From an optimization exercise on the open Yosys and OpenROAD flow, aimed at small area, a short achievable clock period and few clock cycles per item; shortcuts taken in it are not production practice. The RTL was checked by simulation tests, not by an equivalence proof against the original design.

## lane 1
// valu_seq
module valu_seq
#(
  parameter int vdw_p    = 32,
  parameter int op_len_p = 2,
  parameter int vlen_p   = 16,
  parameter int vregs_p  = 8
) (
  input  logic                         clk_i,
  input  logic                         reset_n_i,
  input  logic                         cmd_v_i,
  output logic                         cmd_ready_o,
  input  logic [op_len_p-1:0]          cmd_op_i,
  input  logic [$clog2(vlen_p+1)-1:0]  cmd_len_i,
  input  logic [$clog2(vregs_p)-1:0]   cmd_vd_i,
  input  logic [$clog2(vregs_p)-1:0]   cmd_vs1_i,
  input  logic [$clog2(vregs_p)-1:0]   cmd_vs2_i,
  output logic                         rd_v_o,
  output logic [$clog2(vregs_p)-1:0]   rd_reg_a_o,
  output logic [$clog2(vregs_p)-1:0]   rd_reg_b_o,
  output logic [$clog2(vlen_p)-1:0]    rd_el_o,
  input  logic [vdw_p-1:0]             rd_a_i,
  input  logic [vdw_p-1:0]             rd_b_i,
  output logic                         wr_v_o,
  output logic [$clog2(vregs_p)-1:0]   wr_reg_o,
  output logic [$clog2(vlen_p)-1:0]    wr_el_o,
  output logic [vdw_p-1:0]             wr_data_o,
  output logic                         done_o,
  output logic                         flag_overflow_o,
  output logic                         flag_zero_o,
  output logic                         flag_negative_o
);
For scale: roughly 1600 cells after synthesis, roughly 210 flip-flops, roughly 140 I/O pins, about 0.016 sq mm of cells after synthesis.
export LEC_CHECK = 0
export CAP_MARGIN = 20
export CORE_MARGIN = 2
export CORE_UTILIZATION = 45
export SLEW_MARGIN = 20
export TNS_END_PERCENT = 10
create_clock -name core_clock -period 11.5 [get_ports {clk_i}]
standard.sh (not shown) runs the stock make flow with config.mk's settings and CLKGATE_MAP_FILE= SYNTH_SCRIPT=/design/flow/synth_recipe.tcl, a recipe that flattens the netlist after the stock synthesis.
==> flow/flow/run.sh <==
#!/bin/bash
# The standard layout (standard.sh) with two changes to how it is made:
#  - ORFS's repair_timing is asked for extra setup slack beyond the clock
#    constraint (SETUP_SLACK_MARGIN, ns), so it keeps improving paths that
#    already meet the constraint;
#  - the port buffers that ORFS's buffer_ports puts on every input and
#    output use a plain buffer cell (buf_1) instead of its default choice.
# Constraints, clock period and all steps are the standard flow's.
set -euo pipefail
export SETUP_SLACK_MARGIN=8.3
export BUFFER_PORTS_ARGS="-buffer_cell sky130_fd_sc_hd__buf_1"
bash standard.sh > standard_finish.log 2>&1
Testbench counts of lane 1, summed over its fixed seeds: cycles 8,665, items 5,408.
[inputs] lane 2 vs lane 1
-- flow/flow/run.sh --
<<< lane 1, line 8
# Constraints, clock period and all steps are the standard flow's.
set -euo pipefail
export SETUP_SLACK_MARGIN=8.3
export BUFFER_PORTS_ARGS="-buffer_cell sky130_fd_sc_hd__buf_1"
bash standard.sh > standard_finish.log 2>&1
>>> lane 2, line 8
# Constraints, clock period and all steps are the standard flow's.
set -euo pipefail
export SETUP_SLACK_MARGIN=9.0
export BUFFER_PORTS_ARGS="-buffer_cell sky130_fd_sc_hd__buf_1"
bash standard.sh > standard_finish.log 2>&1
-- flow/config.mk --
<<< lane 1, line 10
export CORE_UTILIZATION = 45
export SLEW_MARGIN = 20
export TNS_END_PERCENT = 10
>>> lane 2, line 10
export CORE_UTILIZATION = 45
export SLEW_MARGIN = 20
export TNS_END_PERCENT = 3
### Flow results
- The critical path arrival on lane 1 is in line with that on lane 2.
- Diff lane 1 -> lane 2: latest clock arrival within the worst-skew pair held; total clock buffers created by CTS held.
- Per the comparison of lane 2 with lane 1, final standard cell area without fillers saw a decrease; routed length on met2 saw a decrease; final-layout clock buffer total saw little to no change; setup slack saw an increase.


valu_seq again, from the RTL that the note above started with.
Settings: LEC_CHECK=0, CAP_MARGIN=20, CORE_MARGIN=2, CORE_UTILIZATION=45, SETUP_SLACK_MARGIN=5, SLEW_MARGIN=20, TNS_END_PERCENT=3; clock period 11.5 ns.
run.sh (not shown) runs the stock make flow with config.mk's settings and CLKGATE_MAP_FILE= SYNTH_SCRIPT=/design/flow/synth_recipe.tcl, a recipe that flattens the netlist after the stock synthesis.
Stock flow here: none of the scripts above is used.
Testbench counts at the start, summed over its fixed seeds: cycles 8,665, items 5,408.
==> next run, changes <==
==> flow/flow/run.sh (new file) <==
#!/bin/bash
# The standard layout (standard.sh) with two changes to how it is made:
#  - ORFS's repair_timing is asked for extra setup slack beyond the clock
#    constraint (SETUP_SLACK_MARGIN, ns), so it keeps improving paths that
#    already meet the constraint;
#  - the port buffers that ORFS's buffer_ports puts on every input and
#    output use a plain buffer cell (buf_1) instead of its default choice.
# Constraints, clock period and all steps are the standard flow's.
set -euo pipefail
export SETUP_SLACK_MARGIN=8.0
export BUFFER_PORTS_ARGS="-buffer_cell sky130_fd_sc_hd__buf_1"
bash standard.sh > standard_finish.log 2>&1
==> flow/standard.sh (new file) <==
#!/bin/bash
# synth_recipe.tcl (not shown) runs the flow's synth.tcl, then flattens the netlist and writes it again
# the make line also repeats each setting of config.mk as NAME=value (left out here)
make -C /OpenROAD-flow-scripts/flow DESIGN_CONFIG=/design/flow/config.mk WORK_HOME=/design/flow/orfs CLKGATE_MAP_FILE= SYNTH_SCRIPT=/design/flow/synth_recipe.tcl "${@:-finish}"
SETUP_SLACK_MARGIN = default   (was 5)
TNS_END_PERCENT = default   (was 3)
removed: flow/run.sh
Effect: Die area does not change; sequential share of layout area hardly moves; final cell count rose by a few percent; setup slack improved by 0.57 ns; clock-buffer cell count is unchanged.
==> next run, changes <==
TNS_END_PERCENT = 3   (was default)
After rerunning: Routed wire length went down by 3.5%; worst hold slack hardly moves; critical path depth stays the same; setup slack gets worse by 0.050 ns; final cell count drops by 2.0%; global-route usage increases by 0.12 points.
==> next run, changes <==
--- a/flow/flow/run.sh
+++ b/flow/flow/run.sh
@@ -10 +10 @@
-export SETUP_SLACK_MARGIN=8.0
+export SETUP_SLACK_MARGIN=8.5
TNS_END_PERCENT = default   (was 3)
=> Flip-flop and latch count is unchanged. Routed wire length is higher by 10%. Hold slack hardly moves. Final area is higher by 18%. Final cell count is higher by 6.8%. Register-to-register slack gets better by 0.03 ns. Critical path depth is higher by 2.

==> port drivers added, routing unchanged <==
In the flow no input, the clock included, has a driving cell. The finished layouts below were timed again as built, in two steps. Step 1: set_driving_cell puts a clkbuf_16 on clk_i and a buf_2 on each other input, an assumption about the parent block. Step 2 adds t to the input delays and takes it off the output delays; t is the mean of the earliest and latest rising clock arrival at the registers after step 1. Input paths then give back, and output paths get back, about the clock's delay inside the block. Slacks: no drivers / after step 1 / after step 2; pairs: no drivers / after step 1.
| run | shift t [ns] | setup WS [ns] | slew at the worst register clock pin (ns) | cell pins on the clock port's net |
|---|---|---|---|---|
| lane 1 | 0.583 | 7.777 / 7.777 / 7.695 | 0.06 / 0.06 | 1 |
| lane 2 | 0.580 | 7.794 / 7.794 / 7.507 | 0.07 / 0.07 | 1 |
| the first run of note 2 | 0.565 | 7.212 / 7.212 / 6.921 | 0.06 / 0.06 | 1 |
| the second run of note 2 | 0.568 | 7.784 / 7.784 / 7.640 | 0.07 / 0.07 | 1 |
| the third run of note 2 | 0.570 | 7.734 / 7.734 / 7.538 | 0.07 / 0.07 | 1 |
| the fourth run of note 2 | 0.591 | 7.762 / 7.762 / 7.762 | 0.06 / 0.06 | 1 |
After both steps every run listed still meets setup and hold. For the first run of note 2, which loses most, drivers alone change the setup slack by 0.000 ns; drivers and shift together by -0.291 ns.
